Context: an optimization exercise on an open-source flow, tuned for small area, a short achievable clock period and few clock cycles per item. The choices shown serve that exercise and are no tape-out recipe.
Where RTL was checked, it was by simulation tests only, not by an equivalence proof against the original.
Function not checked in run 1: the RTL went through the layout flow alone.

==> flow/design.v (outline; a module is shown in full before it is edited, if it fits) <==
// module iirdf2_sat: 28 lines
// module iirdf2_sum_p: 1355 lines
// module iirdf2_sum_r: 624 lines
// module iirdf2_sum_w: 722 lines
// module iirdf2_sum_q: 1426 lines
// module iirdf2_sum_y: 724 lines
// module iir_direct_form_two_filter: 119 lines
module iir_direct_form_two_filter (
    input  logic                                   aclk,
    input  logic                                   aresetn,
    input  logic                                   s_valid,
    output logic                                   s_ready,
    input  logic signed [iirdf2_pkg::SAMPLE_W-1:0] s_sample_in,
    output logic                                   m_valid,
    input  logic                                   m_ready,
    output logic signed [iirdf2_pkg::SAMPLE_W-1:0] m_sample_out,
    output logic                                   m_clipped,
    input  logic                                   cfg_wr_en,
    input  logic [iirdf2_pkg::REG_IDX_W-1:0]       cfg_index,
    input  logic [iirdf2_pkg::COEF_W-1:0]          cfg_data
);
  // ...
==> flow/flow/run.sh <==
#!/bin/bash
# Standard layout, with one netlist step between synthesis and floorplan:
# flow/polarity.py re-assigns the polarity of the full adders (and xor/xnor
# gates) of the synthesized netlist to drop most inverters between them.
# Registers and ports are left as they are.
set -euo pipefail
R=orfs/results/${FLOW_PLATFORM}/iir_direct_form_two_filter/base
bash standard.sh synth > synth.log 2>&1
cp $R/1_2_yosys.v 1_2_yosys.orig.v
python3 flow/polarity.py 1_2_yosys.orig.v $R/1_2_yosys.v 300000 > polarity.log 2>&1
rm -f $R/1_synth.odb $R/1_synth.sdc
bash standard.sh > layout.log 2>&1
==> flow/flow/polarity.py <==
#!/usr/bin/env python3
"""Re-assign full-adder polarities in a flat sky130 Yosys netlist to remove
inverters between full adders. A full adder is self-dual:
FA(~a, ~b, ~c) = (~sum, ~cout), so each fa cell may compute on complemented
inputs and outputs. Inverters are then rebuilt where a consumer needs the
other polarity of a signal.

usage: polarity.py in.v out.v
"""
import re, sys, collections

src = open(sys.argv[1]).read()
m = re.search(r'\bmodule\s+(\S+)\s*\((.*?)\);', src, re.S)
body_start = m.end()
end = src.rindex('endmodule')
head, body, tail = src[:body_start], src[body_start:end], src[end:]

# split body into statements
stmts = []
for st in re.split(r';\s*\n', body):
    if st.strip():
        stmts.append(st.strip() + ' ;')

cell_re = re.compile(r'^(?:\(\*.*?\*\)\s*)*(sky130_fd_sc_hd__\w+)\s+(\S+)\s*\((.*)\)\s*;$', re.S)
pin_re = re.compile(r'\.(\w+)\(\s*([^()]*?)\s*\)')
OUT = {'X', 'Y', 'Q', 'Q_N', 'SUM', 'COUT', 'HI', 'LO'}

cells = []      # dicts: type, name, pins(dict), idx
other = []      # non-cell statements (wire decls, assigns)
for st in stmts:
    mm = cell_re.match(st)
    if mm:
        typ, name, pins = mm.group(1), mm.group(2), mm.group(3)
        cells.append({'type': typ, 'name': name,
                      'pins': dict(pin_re.findall(pins))})
    else:
        other.append(st)

INV = re.compile(r'sky130_fd_sc_hd__(inv|clkinv)_\d+$')
FA = re.compile(r'sky130_fd_sc_hd__fa_\d+$')
XR = re.compile(r'sky130_fd_sc_hd__x(n?)or2_(\d+)$')

driver = {}
loads = collections.defaultdict(list)   # net -> [(cell idx, pin)]
for i, c in enumerate(cells):
    for p, n in c['pins'].items():
        if p in OUT:
            driver[n] = (i, p)
        else:
            loads[n].append((i, p))

# nets used by assigns / ports count as fixed-polarity consumers
fixed_nets = set()
for st in other:
    if st.startswith('assign'):
        for n in re.findall(r'[\\\w\[\]\.$]+', st):
            fixed_nets.add(n)

for st in other:
    mo = re.search(r'\boutput\s+(?:\[[^\]]*\]\s*)?(\S+)\s*;', st)
    if mo:
        nm = mo.group(1)
        rng = re.search(r'\boutput\s+\[(\d+):(\d+)\]', st)
        if rng:
            hi, lo = int(rng.group(1)), int(rng.group(2))
            for k in range(min(hi, lo), max(hi, lo) + 1):
                fixed_nets.add(f"{nm}[{k}]")
        fixed_nets.add(nm)

def is_inv(i):
    return INV.match(cells[i]['type']) is not None

# base signal: strip inverter chains
def base(net):
    par = 0
    seen = 0
    while net in driver and is_inv(driver[net][0]) and seen < 10:
        net = cells[driver[net][0]]['pins']['A']
        par ^= 1
        seen += 1
    return net, par

fas = [i for i, c in enumerate(cells) if FA.match(c['type'])]
fa_set = set(fas)
xrs = [i for i, c in enumerate(cells) if XR.match(c['type'])]
xr_set = set(xrs)
pol = {i: 0 for i in fas + xrs}

# consumers: for each base signal, list of (consumer, pin, required parity
# relative to the base signal, fa idx or None)
cons = collections.defaultdict(list)
for i, c in enumerate(cells):
    if is_inv(i):
        continue
    for p, n in c['pins'].items():
        if p in OUT:
            continue
        b, par = base(n)
        cons[b].append((i, p, par))
for n in fixed_nets:
    b, par = base(n)
    cons[b].append((None, None, par))

# source polarity of a base net: 0 unless driven by a flipped FA output
def src_pol(b):
    d = driver.get(b)
    if d and d[0] in pol:
        return pol[d[0]]
    return 0

def need(b):
    """set of physical polarities (relative to the logical base signal)
    that consumers of b need"""
    s = set()
    for (i, p, par) in cons[b]:
        q = par ^ (pol[i] if i in fa_set else 0)
        s.add(q)
    return s

def cost_net(b):
    sp = src_pol(b)
    return sum(1 for q in need(b) if q != sp)

fa_nets = {}
for i in fas:
    c = cells[i]['pins']
    nets = set()
    for p in ('A', 'B', 'CIN'):
        nets.add(base(c[p])[0])
    for p in ('SUM', 'COUT'):
        nets.add(c[p])
    fa_nets[i] = nets

for i in xrs:
    fa_nets[i] = {cells[i]['pins'][p] for p in cells[i]['pins'] if p in OUT}

def local_cost(i):
    return sum(cost_net(b) for b in fa_nets[i])

import random
random.seed(1)
total0 = sum(cost_net(b) for b in cons)
frozen = {driver[n][0] for n in fixed_nets if n in driver}
nodes = [i for i in fas + xrs if i not in frozen]
cur = total0
best = dict(pol); best_cost = cur
T = 2.0
steps = int(sys.argv[3]) if len(sys.argv) > 3 else 300000
for k in range(steps):
    i = nodes[random.randrange(len(nodes))]
    before = local_cost(i)
    pol[i] ^= 1
    d = local_cost(i) - before
    if d <= 0 or random.random() < pow(2.718, -d / T):
        cur += d
        if cur < best_cost:
            best_cost = cur; best = dict(pol)
    else:
        pol[i] ^= 1
    T = max(0.05, 2.0 * (1 - k / steps))
pol = best
for it in range(10 if steps >= 0 else 0):
    changed = 0
    for i in nodes:
        before = local_cost(i)
        pol[i] ^= 1
        if local_cost(i) < before:
            changed += 1
        else:
            pol[i] ^= 1
    if not changed:
        break
total1 = sum(cost_net(b) for b in cons)
old_inv = sum(1 for i in range(len(cells)) if is_inv(i))
sys.stderr.write(f"inverters: {old_inv} in netlist; needed before {total0}, after {total1}; "
                 f"{sum(pol[i] for i in fas)} of {len(fas)} adders, {sum(pol[i] for i in xrs)} of {len(xrs)} xors flipped\n")

# rebuild: drop every inverter, add one inverter per base net whose
# consumers need the other polarity
new_cells = []
inv_of = {}
ninv = 0
def phys(b, q):
    """net carrying base b at physical polarity q"""
    global ninv
    if q == src_pol(b):
        return b
    if b not in inv_of:
        n = f"_polinv{ninv}_"
        inv_of[b] = n
        new_cells.append({'type': 'sky130_fd_sc_hd__inv_1', 'name': f"_polinv_cell{ninv}_",
                          'pins': {'A': b, 'Y': n}, 'new': True})
        ninv += 1
    return inv_of[b]

for i, c in enumerate(cells):
    if is_inv(i):
        y = c['pins']['Y']
        if y in fixed_nets:
            b, par = base(y)
            new_cells.append({'type': c['type'], 'name': c['name'],
                              'pins': {'A': phys(b, par ^ 1), 'Y': y}})
        continue
    pins = dict(c['pins'])
    for p, n in c['pins'].items():
        if p in OUT:
            continue
        b, par = base(n)
        q = par ^ (pol[i] if i in fa_set else 0)
        pins[p] = phys(b, q)
    typ = c['type']
    if i in xr_set and pol[i]:
        mx = XR.match(typ)
        typ = f"sky130_fd_sc_hd__{'x' if mx.group(1) else 'xn'}or2_{mx.group(2)}"
        # xor2 drives X, xnor2 drives Y
        if 'X' in pins:
            pins['Y'] = pins.pop('X')
        else:
            pins['X'] = pins.pop('Y')
    new_cells.append({'type': typ, 'name': c['name'], 'pins': pins})

# nets used by assigns must still carry their original values
extra_assigns = []
for n in fixed_nets:
    if n in driver and (is_inv(driver[n][0]) or (driver[n][0] in pol and pol[driver[n][0]])):
        b, par = base(n)
        extra_assigns.append((n, phys(b, par)))
# remove wires no longer driven? keep declarations (unused wires are fine)
used = set()
for c in new_cells:
    used.update(c['pins'].values())
def keep(st):
    mw = re.search(r'\bwire\s+(\S+)\s*;', st)
    if mw and not st.lstrip().startswith('assign'):
        return mw.group(1) in used or mw.group(1) in fixed_nets
    return True
out = [head]
for st in other:
    if keep(st):
        out.append('  ' + st + '\n')
for n, src_n in extra_assigns:
    pass  # handled below
wires = set(re.findall(r'wire\s+(?:\[[^\]]*\]\s*)?(\S+)\s*;', body))
for c in new_cells:
    if c.get('new'):
        out.append(f"  wire {c['pins']['Y']};\n")
for c in new_cells:
    pins = ',\n'.join(f"    .{p}({n}{' ' if n.startswith(chr(92)) else ''})" for p, n in c['pins'].items())
    nm = c['name'] + (' ' if c['name'].startswith(chr(92)) else '')
    out.append(f"  {c['type']} {nm} (\n{pins}\n  );\n")
out.append(tail)
if extra_assigns:
    sys.stderr.write(f"WARNING: {len(extra_assigns)} assign nets re-polarised\n")
open(sys.argv[2], 'w').write(''.join(out))
==> flow/standard.sh <==
#!/bin/bash
# synth_recipe.tcl (not shown) runs the flow's synth.tcl, then flattens the netlist and writes it again
# the make line also repeats each setting of config.mk as NAME=value (left out here)
make -C /OpenROAD-flow-scripts/flow DESIGN_CONFIG=/design/flow/config.mk WORK_HOME=/design/flow/orfs CLKGATE_MAP_FILE= SYNTH_SCRIPT=/design/flow/synth_recipe.tcl "${@:-finish}"
==> flow/config.mk <==
export PLATFORM = sky130hd
export DESIGN_NAME = iir_direct_form_two_filter
export DESIGN_NICKNAME = iir_direct_form_two_filter
export VERILOG_FILES = /design/flow/design.v
export SDC_FILE = /design/flow/constraint.sdc
export NUM_CORES = 4
export LEC_CHECK = 0
export ABC_AREA = 1
export CAP_MARGIN = 20
export CELL_PAD_IN_SITES_DETAIL_PLACEMENT = 1
export CORE_MARGIN = 2
export CORE_UTILIZATION = 40
export PLACE_DENSITY = 0.5
export SETUP_SLACK_MARGIN = 3.2
export SLEW_MARGIN = 20
==> flow/constraint.sdc <==
create_clock -name core_clock -period 9.0 [get_ports {aclk}]
set_input_delay 1.8000 -clock core_clock [delete_from_list [all_inputs] [get_ports {aclk}]]
set_output_delay 1.8000 -clock core_clock [all_outputs]
set_load 0.01 [all_outputs]
==> summary.md, run 1 <==
| Metric | Value |
|---|---|
| DRT Pass-1 Iters | `6` |
| Post-cts sizing count | `between 300 and 400` |
| Antenna violations before repair | `16` |
| Synth warnings | `3` |
| Final Setup Violations | `0` |
| Biggest regs | `pa_b x43, qb_c x43` |
| Synth Cell Area | `about 83000 um^2` |
| Die area | `between 200000 and 250000 um^2` |
| Post-DP HPWL | `276000 um` |
| Worst Hold Depth | `2` |
| Inverters | `roughly 630` |
| Syn_nets | `between 10000 and 15000` |
| WL met1 | `around 150000 um` |
| Worst hold start | `a3e[1]` |
| Worst Hold Path EP | `a3e[1]` |
| Core area | `207000 um^2` |
| Fin nets | `10100` |
| Via/cell ratio | `~6.5` |
| Final Skew | `roughly 0.041 ns` |
| Routability Congestion | `slightly below 1` |
| Floorplan row count | `around 170` |
| CP Launch Point | `d1y[22]` |
| Worst slew pin tran | `approximately 1.2 ns` |
| Max Cap Violations | `0` |
| Metal3 WL | `approximately 46000 um` |
| Fin. max-slew vios | `0` |
| Die W | `approximately 460 um` |
| CTS clock-pin slew for the worst setup and hold paths | `roughly 0.060 ns` |
| Clock root cell | `clkbuf_16` |
| H-Tree Depth | `3` |
| Largest stage delay on the critical path | `roughly 0.58 ns` |
| Status | `no timing/DRC/antenna violations` |
==> module iir_direct_form_two_filter, before the edit <==
module iir_direct_form_two_filter (
    input  logic                                   aclk,
    input  logic                                   aresetn,
    input  logic                                   s_valid,
    output logic                                   s_ready,
    input  logic signed [iirdf2_pkg::SAMPLE_W-1:0] s_sample_in,
    output logic                                   m_valid,
    input  logic                                   m_ready,
    output logic signed [iirdf2_pkg::SAMPLE_W-1:0] m_sample_out,
    output logic                                   m_clipped,
    input  logic                                   cfg_wr_en,
    input  logic [iirdf2_pkg::REG_IDX_W-1:0]       cfg_index,
    input  logic [iirdf2_pkg::COEF_W-1:0]          cfg_data
);
    localparam int EW  = iirdf2_pkg::ENC_W;
    localparam int SW  = iirdf2_pkg::STATE_W;
    localparam int WW  = iirdf2_pkg::WSUM_W;
    localparam int YW  = iirdf2_pkg::YSUM_W;
    localparam int XW  = iirdf2_pkg::SAMPLE_W;
    logic [EW-1:0] b0e, b1e, b2e, b3e, a1e, a2e, a3e;
    logic [SW-1:0] d1, d2, d3;
    logic [SW-1:0] d1n;       
    logic [SW-1:0] d1y;       
    logic          vb, vc, m_valid_reg;
    logic [WW-1:0] pa_b, pb_b;
    logic [YW-1:0] ra_b, rb_b, qa_c, qb_c;
    logic          whit_c;
    logic [XW-1:0] y_reg;
    logic          clip_reg;
    logic          adv;
    logic [SW-1:0] s2, s3;
    logic [WW-1:0] pa_next, pb_next, wa, wb;
    logic [YW-1:0] ra_next, rb_next, qa_next, qb_next, ya, yb;
    logic [SW-1:0] w_sat;
    logic          w_hit, y_hit;
    logic [XW-1:0] y_sat;
    assign adv     = !m_valid_reg || m_ready;
    assign s_ready = adv;
    always_ff @(posedge aclk) begin
        if (!aresetn) begin
            b0e <= iirdf2_pkg::ENC_B_ONE;
            b1e <= iirdf2_pkg::ENC_B_ZERO;
            b2e <= iirdf2_pkg::ENC_B_ZERO;
            b3e <= iirdf2_pkg::ENC_B_ZERO;
            a1e <= iirdf2_pkg::ENC_A_ZERO;
            a2e <= iirdf2_pkg::ENC_A_ZERO;
            a3e <= iirdf2_pkg::ENC_A_ZERO;
        end else if (cfg_wr_en) begin
            case (cfg_index)
                3'd0: b0e <= iirdf2_pkg::booth_enc(cfg_data, 1'b0);
                3'd1: b1e <= iirdf2_pkg::booth_enc(cfg_data, 1'b0);
                3'd2: b2e <= iirdf2_pkg::booth_enc(cfg_data, 1'b0);
                3'd3: b3e <= iirdf2_pkg::booth_enc(cfg_data, 1'b0);
                3'd4: a1e <= iirdf2_pkg::booth_enc(cfg_data, 1'b1);
                3'd5: a2e <= iirdf2_pkg::booth_enc(cfg_data, 1'b1);
                3'd6: a3e <= iirdf2_pkg::booth_enc(cfg_data, 1'b1);
                default: ;
            endcase
        end
    end
    assign s2 = vb ? d1 : d2;
    assign s3 = vb ? d2 : d3;
    iirdf2_sum_p u_p (.a1e(a1e), .a2e(a2e), .a3e(a3e), .s2(s2), .s3(s3), .x(s_sample_in),
                      .sa(pa_next), .sb(pb_next));
    iirdf2_sum_r u_r (.b1e(b1e), .b2e(b2e), .b3e(b3e), .s3(s3),
                      .sa(ra_next), .sb(rb_next));
    iirdf2_sum_w u_w (.a1e(a1e), .d1n(d1n), .pa(pa_b), .pb(pb_b), .sa(wa), .sb(wb));
    iirdf2_sum_q u_q (.b0e(b0e), .b1e(b1e), .b2e(b2e), .d1(d1), .d2(d2), .ra(ra_b), .rb(rb_b), .sa(qa_next), .sb(qb_next));
    iirdf2_sat #(.IN_W(WW), .OUT_W(SW)) u_wsat (.sa(wa), .sb(wb), .q(w_sat), .hit(w_hit));
    iirdf2_sum_y u_y (.b0e(b0e), .d1(d1y), .qa(qa_c), .qb(qb_c), .sa(ya), .sb(yb));
    iirdf2_sat #(.IN_W(YW), .OUT_W(XW)) u_ysat (.sa(ya), .sb(yb), .q(y_sat), .hit(y_hit));
    always_ff @(posedge aclk) begin
        if (!aresetn) begin
            vb          <= 1'b0;
            vc          <= 1'b0;
            m_valid_reg <= 1'b0;
        end else if (adv) begin
            vb          <= s_valid;
            vc          <= vb;
            m_valid_reg <= vc;
        end
    end
    always_ff @(posedge aclk) begin
        if (!aresetn) begin
            d1  <= '0;
            d1n <= '1;
            d2  <= '0;
            d3  <= '0;
        end else if (adv && vb) begin
            d1  <= w_sat;
            d1n <= ~w_sat;
            d2 <= d1;
            d3 <= d2;
        end
    end
    always_ff @(posedge aclk) begin
        if (adv && vb) begin
            d1y <= w_sat;
        end
    end
    always_ff @(posedge aclk) begin
        if (adv) begin
            pa_b   <= pa_next;
            pb_b   <= pb_next;
            ra_b   <= ra_next;
            rb_b   <= rb_next;
            qa_c   <= qa_next;
            qb_c   <= qb_next;
            whit_c <= w_hit;
            if (vc) begin
                y_reg    <= y_sat;
                clip_reg <= whit_c | y_hit;
            end
        end
    end
    assign m_valid      = m_valid_reg;
    assign m_sample_out = y_reg;
    assign m_clipped    = clip_reg;
endmodule
==> inputs of run 2 (changes only) <==
--- a/flow/design.v
+++ b/flow/design.v
@@ -4925,2 +4925,3 @@
     localparam int XW  = iirdf2_pkg::SAMPLE_W;
+    localparam int FW  = iirdf2_pkg::FRAC_W;
     logic [EW-1:0] b0e, b1e, b2e, b3e, a1e, a2e, a3e;
@@ -4929,6 +4930,7 @@
     logic [SW-1:0] d1y;       
-    logic          vb, vc, m_valid_reg;
+    logic          vb, vc, vd, m_valid_reg;
     logic [WW-1:0] pa_b, pb_b;
     logic [YW-1:0] ra_b, rb_b, qa_c, qb_c;
-    logic          whit_c;
+    logic          whit_c, whit_d;
+    logic [YW-1:FW] yq_d;        
     logic [XW-1:0] y_reg;
@@ -4938,3 +4940,3 @@
     logic [WW-1:0] pa_next, pb_next, wa, wb;
-    logic [YW-1:0] ra_next, rb_next, qa_next, qb_next, ya, yb;
+    logic [YW-1:0] ra_next, rb_next, qa_next, qb_next, ya, yb, y_sum;
     logic [SW-1:0] w_sat;
@@ -4976,3 +4978,8 @@
     iirdf2_sum_y u_y (.b0e(b0e), .d1(d1y), .qa(qa_c), .qb(qb_c), .sa(ya), .sb(yb));
-    iirdf2_sat #(.IN_W(YW), .OUT_W(XW)) u_ysat (.sa(ya), .sb(yb), .q(y_sat), .hit(y_hit));
+    assign y_sum = ya + yb;
+    always_comb begin
+        y_hit = !((&yq_d[YW-1:FW+XW-1]) || !(|yq_d[YW-1:FW+XW-1]));
+        y_sat = yq_d[FW+XW-1:FW];
+        if (y_hit) y_sat = {yq_d[YW-1], {(XW-1){!yq_d[YW-1]}}};
+    end
     always_ff @(posedge aclk) begin
@@ -4981,2 +4988,3 @@
             vc          <= 1'b0;
+            vd          <= 1'b0;
             m_valid_reg <= 1'b0;
@@ -4985,3 +4993,4 @@
             vc          <= vb;
-            m_valid_reg <= vc;
+            vd          <= vc;
+            m_valid_reg <= vd;
         end
@@ -5015,5 +5024,7 @@
             whit_c <= w_hit;
-            if (vc) begin
+            whit_d <= whit_c;
+            yq_d   <= y_sum[YW-1:FW];
+            if (vd) begin
                 y_reg    <= y_sat;
-                clip_reg <= whit_c | y_hit;
+                clip_reg <= whit_d | y_hit;
             end
==> summary.md, run 2 <==
| Metric | Value |
|---|---|
| Status | `no timing/DRC/antenna violations` |
| Final hold slack | `~0.46 ns` |
| Via/cell ratio | `6.41 (-0.98%)` |
| Area Growth Syn to Fin | `14.0%` |
| Layout fillers | `22500` |
| Most frequent cells in the layout | `fa_1 (1413), o22ai_1 (1409), xnor2_1 (1030)` |
| HP Class | `flip-flop to flip-flop` |
| Clock root cell | `clkbuf_16` |
| Layout cell share with drive strength beyond 1 | `between 10 and 15%` |
| Req. time, crit path | `between 9 and 10 ns` |
| Max Clock Freq | `roughly 170 MHz` |
| WS Path Type | `flip-flop to flip-flop` |
| Placed cell count | `between 10000 and 15000` |
| Worst Hold Path EP | `a3e[0]` |
| Reg-to-Reg End | `d1y[16]` |
| Slew HR | `between 10 and 15%` |
| Fin nets | `10100 (-0.33%)` |
| Clock sinks | `about 600` |
| Worst slew pin tran | `1.28 ns (+0.103 ns)` |
| Total track usage | `35.3%` |
| Worst R2R Path Depth | `22` |
| Fin cells | `~11000` |
| Final Setup Violations | `0 (unchanged)` |
| ANT nets after route | `0` |
| H-Tree Depth | `3 (unchanged)` |
| Worst skew pair latency | `roughly 0.7 ns` |
| Synth Cell Area | `83700 um^2 (+0.82%)` |
| Worst Path Max Fanout | `11` |
| CTS Buf Count | `75` |
| Syn_nets | `10100 (-0.37%)` |
| RSZ-0062 raised after global routing | `true` |
| Core area | `207000 um^2 (+0.40%)` |
| Starting DRT DRC Count | `approximately 9000` |
| CP Launch Point | `a1e[1]` |
| Worst Hold Depth | `2 (unchanged)` |
| Post-DP HPWL | `275000 um (-0.38%)` |
| Die area | `213000 um^2 (+0.82%)` |
| Fin. max-slew vios | `0 (unchanged)` |
| Synth warnings | `2 (-1)` |
| Biggest regs | `pa_b x43, qb_c x43` |
| R2R Setup Slk | `3.18 ns` |
| Syn_area_per_cell | `~10 um^2` |
| Drc violations | `0` |
| Port Buffer Count | `60` |
| Post-Syn Instances | `8336` |
| Final Hold Fails | `0` |
| Max Cap Violations | `0 (unchanged)` |
| Tmin final | `around 5.8 ns` |
| Floorplan row count | `167 (unchanged)` |
| Initial Utilization | `about two fifths` |
| CP endpoint kind | `flip-flop` |
| CTS clock-pin slew for the worst setup and hold paths | `0.07 ns (about the same)` |
| Commonest non-fill, non-tap cell in the layout | `fa_1` |
| Final Skew | `0.0413 ns (+0.000738 ns)` |
| DR vias | `just over 70000` |
| Wire length of the first global-routing pass | `between 500000 and 600000 um` |
| WL final | `384000 um` |
| CTS Hold Bufs | `0` |
| Routability Congestion | `1.02 (+4.9%)` |
| Antenna violations before repair | `17 (+1)` |
| Worst hold start | `a3e[0]` |
| DR WL/cell | `about 34 um` |
| Number of global-route vias before repair | `roughly 74000` |
| Reg2reg start | `a1e[1]` |
| Final TNS setup | `0 ns` |
| Crit path DAT | `roughly 6.3 ns` |
| CTS max path bufs | `3` |
| Final Cycle Share | `64.7%` |
| CP startpoint kind | `flip-flop` |
| Design Area, Final | `95400 um^2` |
| Largest net degree at the start of global routing | `~140` |
| # IOs | `61` |
| Dpl cell area | `approximately 90000 um^2` |
| CTS tree | `built` |
| Total global routing overflow | `0` |
| Chip height | `461 um` |
| DRT Pass-1 Iters | `7 (+1)` |
| Die W | `461 um (+0.41%)` |
run 2: what timing repair did:
item	4_1_cts	5_1_grt
pin swaps	12	57
gates cloned	26	7
gates resized for setup	262	400
endpoints found under the setup margin	132	110
buffers inserted	172	120
run 2: how the worst max path moves through the flow:
stage | cells past startpoint | endpoint | slack, ns
after detailed placement | 24 | d1[11] | 1.53
after global placement | 24 | d1[1] | 1.62
final | 22 | d1y[16] | 3.18
after CTS | 21 | yq_d[42] | 3.20
after global routing | 24 | d1n[5] | 2.99
after floorplan | 2 | pa_b[0] | 2.37
run 2: area by class of cell:
cell class                      instances  area [um^2]  share of cell area (%)
Antenna cell                            5         12.5                  0.0131
Sequential cell                       613        15700                    16.4
Timing Repair Buffer                  641         5900                    6.18
Clock inverter                         39          409                   0.429
Tap cell                             2788         3490                    3.66
Multi-Input combinational cell       6429        65400                    68.5
Clock buffer                          100         2030                    2.13
Inverter                              555         2400                    2.52
Timing Repair inverter                 23          170                   0.178
run 2: stage by stage:
step                      setup slack (ns)  utilization (%)
after floorplan                       2.37                -
after global placement                1.62             42.1
after detailed placement              1.53             42.1
after CTS                             3.20             44.6
after global routing                  2.99             46.0
final                                 3.18             46.0
run 2: per-layer routing:
metal / track usage [%] / share of wire [%]
met4: 15.6 / 5.5
met2: 52.1 / 43
met5: 0 / 0.013
met1: 47.3 / 39
met3: 11.0 / 12
run 2: worst max-delay path, cell delays in order (launching register included):
cell and delay (ns):
dfxtp_4 0.39, clkinvlp_4 0.19, buf_12 0.20, o22ai_4 0.20, xnor2_2 0.14, fa_1 0.47
fa_2 0.58, fa_2 0.44, fa_2 0.38, fa_2 0.51, ha_4 0.32, nand2_4 0.06
nor2_4 0.12, nand2_2 0.09, nor4_4 0.20, nand3_2 0.14, nand3b_4 0.19, nand2_8 0.08
nand2_8 0.10, clkinvlp_4 0.18, buf_4 0.19, buf_6 0.14, o21ai_0 0.28
Testbench counts of run 2, summed over its fixed seeds: cycles 3,232, samples 3,200.
==> inputs of run 3 (changes only) <==
--- a/flow/config.mk
+++ b/flow/config.mk
@@ -13,3 +13,3 @@
 export PLACE_DENSITY = 0.5
-export SETUP_SLACK_MARGIN = 3.2
+export SETUP_SLACK_MARGIN = 3.0
 export SLEW_MARGIN = 20
==> summary.md, run 3 <==
| Metric | Value |
|---|---|
| Status | `no timing/DRC/antenna violations` |
| Routability Congestion | `1.02 (unchanged)` |
| Most used cell, CP | `fa_1` |
| ANT nets after route | `0 (unchanged)` |
| Crit path max-delay cell type | `fa_1` |
| Total global routing overflow | `0 (unchanged)` |
| RSZ-0062 raised after global routing | `true` |
| Max Cap Violations | `0 (unchanged)` |
| Final Skew | `0.0426 ns (+0.00129 ns)` |
| Synth warnings | `2 (unchanged)` |
| CTS max path bufs | `3 (unchanged)` |
| Commonest non-fill, non-tap cell in the layout | `fa_1` |
| Final Cycle Share | `66.0% (+1.3 points)` |
| Drc violations | `0 (unchanged)` |
| Worst slew pin tran | `1.26 ns (-0.0195 ns)` |
| Layout cell share with drive strength beyond 1 | `11.7% (-2.8 points)` |
| CTS Hold Bufs | `0 (unchanged)` |
| CP startpoint kind | `flip-flop` |
| Chip height | `461 um (unchanged)` |
| Post-Syn Instances | `8336 (unchanged)` |
| Worst skew pair latency | `0.70 ns (about the same)` |
| Slew HR | `16.0% (+1.2 points)` |
| Worst Path Max Fanout | `17 (+6)` |
| Starting DRT DRC Count | `9269 (+2.8%)` |
| Final Hold Fails | `0 (unchanged)` |
| Most frequent cells in the layout | `fa_1 (1464), o22ai_1 (1437), xnor2_1 (1046)` |
| Initial Utilization | `40.3% (unchanged)` |
| Worst Hold Depth | `0 (-2)` |
| CTS clock-pin slew for the worst setup and hold paths | `0.06 ns (about the same)` |
| DRT Pass-1 Iters | `6 (-1)` |
| Port Buffer Count | `60 (unchanged)` |
| Floorplan row count | `167 (unchanged)` |
| Fin. max-slew vios | `0 (unchanged)` |
| Via/cell ratio | `6.41 (about the same)` |
| Synth Cell Area | `83700 um^2 (unchanged)` |
| Crit path DAT | `6.37 ns (+0.08 ns)` |
| CTS tree | `built` |
| CTS Buf Count | `75 (unchanged)` |
| CP Launch Point | `vb` |
| Reg2reg start | `vb` |
| # IOs | `61 (unchanged)` |
| Die W | `461 um (unchanged)` |
| CP endpoint kind | `flip-flop` |
| HP Class | `flip-flop to flip-flop` |
| Syn_area_per_cell | `10.0 um^2 (unchanged)` |
| Fin nets | `10000 (-0.38%)` |
| Syn_nets | `10100 (unchanged)` |
| Wire length of the first global-routing pass | `540000 um (-0.57%)` |
| Post-DP HPWL | `275000 um (unchanged)` |
| Final TNS setup | `0 ns (unchanged)` |
| Largest net degree at the start of global routing | `136 (unchanged)` |
| Clock sinks | `613 (unchanged)` |
| Total track usage | `35.0% (-0.23 points)` |
| WL final | `379000 um (-1.1%)` |
| DR WL/cell | `34.0 um (-0.78%)` |
| Max Clock Freq | `168 MHz (-1.9%)` |
| Area Growth Syn to Fin | `11.6%` |
| Worst R2R Path Depth | `11 (-50%)` |
| Antenna violations before repair | `14 (-3)` |
| Core area | `207000 um^2 (unchanged)` |
| H-Tree Depth | `3 (unchanged)` |
| Req. time, crit path | `9.43 ns (-0.03 ns)` |
| Number of global-route vias before repair | `74100 (-0.49%)` |
| Placed cell count | `10700 (unchanged)` |
| Clock root cell | `clkbuf_16` |
| Largest stage delay on the critical path | `0.80 ns (+0.22 ns)` |
| Worst hold start | `whit_c` |
| Die area | `213000 um^2 (unchanged)` |
| WS Path Type | `flip-flop to flip-flop` |
| Fin cells | `11200 (-0.36%)` |
| DR vias | `71500 (-0.37%)` |
| Biggest regs | `pa_b x43, qb_c x43` |
| Final Setup Violations | `0 (unchanged)` |
| Cell Chain, Critical Path | `buf_16, o21ai_2, o22ai_1, xnor2_1, fa_1, fa_1, fa_1, fa_1, fa_1, fa_1, fa_1` |
| Tmin final | `5.94 ns (+0.115 ns)` |
| R2R Setup Slk | `3.06 ns (-0.11 ns)` |
-- run 3: path summary, 6_finish.rpt --
check	endpoint
worst max-delay path	pb_b[24]
worst min-delay path	whit_d
worst max register to register	pb_b[24]
worst min register to register	whit_d
-- run 3: area by class of cell --
cell class | count | area (um^2)
clock buffers | 100 | 2030
repair inverters | 22 | 163
clock inverters | 39 | 409
multi-input cells | 6428 | 64200
fillers | 22700 | 114000
flip-flops and latches | 613 | 15600
inverters | 555 | 2370
well taps | 2788 | 3490
diodes | 3 | 7.51
repair buffers | 605 | 5180
-- run 3: through the flow --
step / setup WS [ns] / util (%) / hold slack [ns] / cell area [um^2]
2_1_floorplan: 2.37 / - / 0.400 / 83700
3_3_place_gp: 1.62 / 42.1 / 0.428 / 87300
3_5_place_dp: 1.53 / 42.1 / 0.457 / 87400
4_1_cts: 3.00 / 44.2 / 0.463 / 91600
5_1_grt: 2.93 / 45.0 / 0.465 / 93400
6_report: 3.06 / 45.0 / 0.453 / 93400
-- run 3: critical path, delay by kind of cell (launching register included) --
family          cells  cell delay (ns)
compound gates      2             0.94
flops               1             0.46
fa+ha+maj           7             3.71
buf+inv             1             0.22
xor+xnor            1             0.30
-- run 3: timing repair --
action	CTS	global route
endpoints found under the setup margin	121	108
gates cloned	21	4
setup buffers	128	135
pin swaps	6	15
resized for setup	179	161
-- run 3: routing by layer --
layer	vias up	track usage [%]	routed length, um
li1	28400	-	-
met1	37100	47.2	149000
met2	4916	51.9	162000
met3	1080	10.7	47900
met4	10	15.2	20600
met5	-	0	59
==> inputs of run 4 (changes only) <==
--- a/flow/config.mk
+++ b/flow/config.mk
@@ -13,3 +13,3 @@
 export PLACE_DENSITY = 0.5
-export SETUP_SLACK_MARGIN = 3.0
+export SETUP_SLACK_MARGIN = 3.4
 export SLEW_MARGIN = 20
==> summary.md, run 4 <==
| Metric | Value |
|---|---|
| Initial Utilization | `40.3% (unchanged)` |
| Req. time, crit path | `9.55 ns (+0.12 ns)` |
| Reg area | `15700 um^2 (+0.43%)` |
| WL final | `390000 um (+2.9%)` |
| Antenna violations before repair | `21 (+7)` |
| Area Growth Syn to Fin | `16.5%` |
| Max Cap Violations | `0 (unchanged)` |
| Number of global-route vias before repair | `75400 (+1.9%)` |
| # IOs | `61 (unchanged)` |
| Commonest non-fill, non-tap cell in the layout | `o22ai_1` |
| Slew HR | `16.1% (+0.076 points)` |
| H-Tree Depth | `3 (unchanged)` |
| Post-Syn Instances | `8336 (unchanged)` |
| HP Class | `flip-flop to flip-flop` |
| Cell Chain, Critical Path | `clkinvlp_4, buf_12, o22ai_4, xnor2_2, fa_2, fa_2, fa_2, fa_1, fa_2, ha_4, a21o_1, nor2_2, o21ai_2, nand2_1, nand2_1, nand3b_4, inv_2, nand2_4, nand2_8, clkinvlp_4, buf_6, buf_12, buf_6, o21ai_1` |
| CP bufs+invs | `7 (+6)` |
| Max Clock Freq | `174 MHz (+3.1%)` |
| Syn_area_per_cell | `10.0 um^2 (unchanged)` |
| Biggest regs | `pa_b x43, qb_c x43` |
| Synth Cell Area | `83700 um^2 (unchanged)` |
| Worst skew pair latency | `0.73 ns (+0.03 ns)` |
| CP delay by family, top | `adder cells` |
| Worst Hold Path EP | `whit_d` |
| Die area | `213000 um^2 (unchanged)` |
| WS Path Type | `flip-flop to flip-flop` |
| Worst Path Max Fanout | `5 (-12)` |
| CP startpoint kind | `flip-flop` |
| Reg2reg start | `a1e[1]` |
| R2R Setup Slk | `3.24 ns (+0.18 ns)` |
| Chip height | `461 um (unchanged)` |
| CTS max path bufs | `3 (unchanged)` |
| Fin nets | `10200 (+1.5%)` |
| Via/cell ratio | `6.41 (about the same)` |
| CP endpoint kind | `flip-flop` |
| Final TNS setup | `0 ns (unchanged)` |
| Final Cycle Share | `64.0% (-2.0 points)` |
| Largest net degree at the start of global routing | `158 (+16%)` |
| Synth warnings | `2 (unchanged)` |
| CTS Hold Bufs | `0 (unchanged)` |
| PnR worst setup slack | `3.24 ns (+0.176 ns)` |
| Crit path DAT | `6.31 ns (-0.06 ns)` |
| Core area | `207000 um^2 (unchanged)` |
| Clock root cell | `clkbuf_16` |
| Port Buffer Count | `60 (unchanged)` |
| Crit path depth | `24 (+13)` |
| Routability Congestion | `0.986 (-3.5%)` |
| Drc violations | `0 (unchanged)` |
| Tmin final | `5.76 ns (-0.176 ns)` |
| CTS Buf Count | `76 (+1.3%)` |
| Syn_nets | `10100 (unchanged)` |
| Layout fillers | `22400 (-1.3%)` |
| Dpl ws | `1.56 ns (+0.0322 ns)` |
| DR WL/cell | `34.5 um (+1.5%)` |
| Clock sinks | `613 (unchanged)` |
| Worst R2R Path Depth | `24 (+13)` |
| ANT nets after route | `0 (unchanged)` |
| Layout cell share with drive strength beyond 1 | `17.3% (+5.6 points)` |
| Crit path max-delay cell type | `fa_2` |
| Worst slew pin tran | `1.26 ns (+0.000207 ns)` |
| Most frequent cells in the layout | `o22ai_1 (1399), fa_1 (1368), xnor2_1 (1028)` |
| RSZ-0062 raised after global routing | `true` |
| Final Setup Violations | `0 (unchanged)` |
| Worst hold start | `whit_c` |
| DRT Pass-1 Iters | `6 (unchanged)` |
| Floorplan row count | `167 (unchanged)` |
| Fin. max-slew vios | `0 (unchanged)` |
| Final Hold Fails | `0 (unchanged)` |
| Reg-to-Reg End | `d1y[19]` |
| Total track usage | `36.0% (+0.98 points)` |
| Die W | `461 um (unchanged)` |
| Starting DRT DRC Count | `8918 (-3.8%)` |
| Wire length of the first global-routing pass | `553000 um (+2.5%)` |
| Area used by multi-input combinational logic | `66200 um^2 (+3.2%)` |
| Worst Hold Depth | `0 (unchanged)` |
| Total global routing overflow | `0 (unchanged)` |
| Post-DP HPWL | `278000 um (+1.2%)` |
| CTS clock-pin slew for the worst setup and hold paths | `0.07 ns (about the same)` |
| Status | `no timing/DRC/antenna violations` |
| Largest stage delay on the critical path | `0.61 ns (-0.19 ns)` |
| Most used cell, CP | `fa_2` |
| DR vias | `72500 (+1.3%)` |
| CTS tree | `built` |
| Final Skew | `0.0487 ns (+0.00614 ns)` |
==> run 4: worst register-to-register path, delay by kind of cell, from the launching register on <==
family / cells / cell delay, ns
xor gates and xnor gates: 1 / 0.11
and+or+nand+nor: 6 / 0.63
DFF: 1 / 0.42
buffers and inverters: 7 / 1.01
adders and majority gates: 6 / 2.77
AOI/OAI and AO/OA: 4 / 0.67
==> run 4: layout make-up <==
type,count,area share [%]
repair buffers,744,7.15
inverters,555,2.48
multi-input cells,6432,67.9
diodes,6,0.0154
flip-flops and latches,613,16.1
well taps,2788,3.58
clock buffers,94,2.08
repair inverters,26,0.190
clock inverters,46,0.495
==> run 4: what timing repair did <==
action                     CTS  global route
setup endpoints to repair  151           129
pin swaps                   66           150
buffers inserted           263           131
resized for setup          515           383
cloned                      32             5
==> run 4: worst max-delay path by stage <==
stage          startpoint       to  slack, ns
3_3_place_gp      a1e[26]   d1[13]       1.55
4_1_cts            a1e[1]  d1n[16]       3.30
6_report           a1e[1]  d1y[19]       3.24
5_1_grt            a1e[1]    d1[1]       3.11
2_1_floorplan     m_ready  pa_b[0]       2.37
3_5_place_dp      a1e[26]    d1[1]       1.56
==> run 4: metal layers <==
layer / GRT usage, % / wire (um)
met5: 0 / 103
met2: 53.2 / 166000
met1: 48.5 / 154000
met4: 16.7 / 23200
met3: 10.5 / 46900
==> run 4: per-stage QoR <==
step           instance area (um^2)  hold WS (ns)  std cells  util (%)
2_1_floorplan                 83700         0.400       8336         -
3_3_place_gp                  87400         0.445      10700      42.1
3_5_place_dp                  87500         0.453      10700      42.2
4_1_cts                       94600         0.468      11200      45.6
5_1_grt                       97500         0.473      11300      47.0
6_report                      97500         0.466      11300      47.0

port drivers added, routing unchanged:
The results above use ideal ports. As a check the final layouts listed here were re-extracted and re-timed, cells and wires unchanged. Step 1 (the two cells are an assumption about what drives the block):
set clk [get_ports {aclk}]
set_driving_cell -lib_cell sky130_fd_sc_hd__clkbuf_16 $clk
set_driving_cell -lib_cell sky130_fd_sc_hd__buf_2 [delete_from_list [all_inputs] $clk]
Step 2, shift: input delay + t, output delay - t, t = (earliest + latest rising clock arrival at the registers) / 2. This alone moves slack from input paths to output paths. Three values: ideal ports, drivers, drivers and shift; two values: the first two.
run | t (ns) | setup WS [ns] | hold WS [ns]
run 1 | 0.778 | 2.933 / 2.933 / 2.933 | 0.461 / 0.461 / 0.461
run 2 | 0.770 | 3.178 / 3.178 / 3.178 | 0.459 / 0.459 / 0.459
run 3 | 0.764 | 3.063 / 3.063 / 3.063 | 0.453 / 0.453 / 0.453
run 4 | 0.799 | 3.239 / 3.239 / 3.239 | 0.466 / 0.466 / 0.466
After both steps every run listed still meets setup and hold.
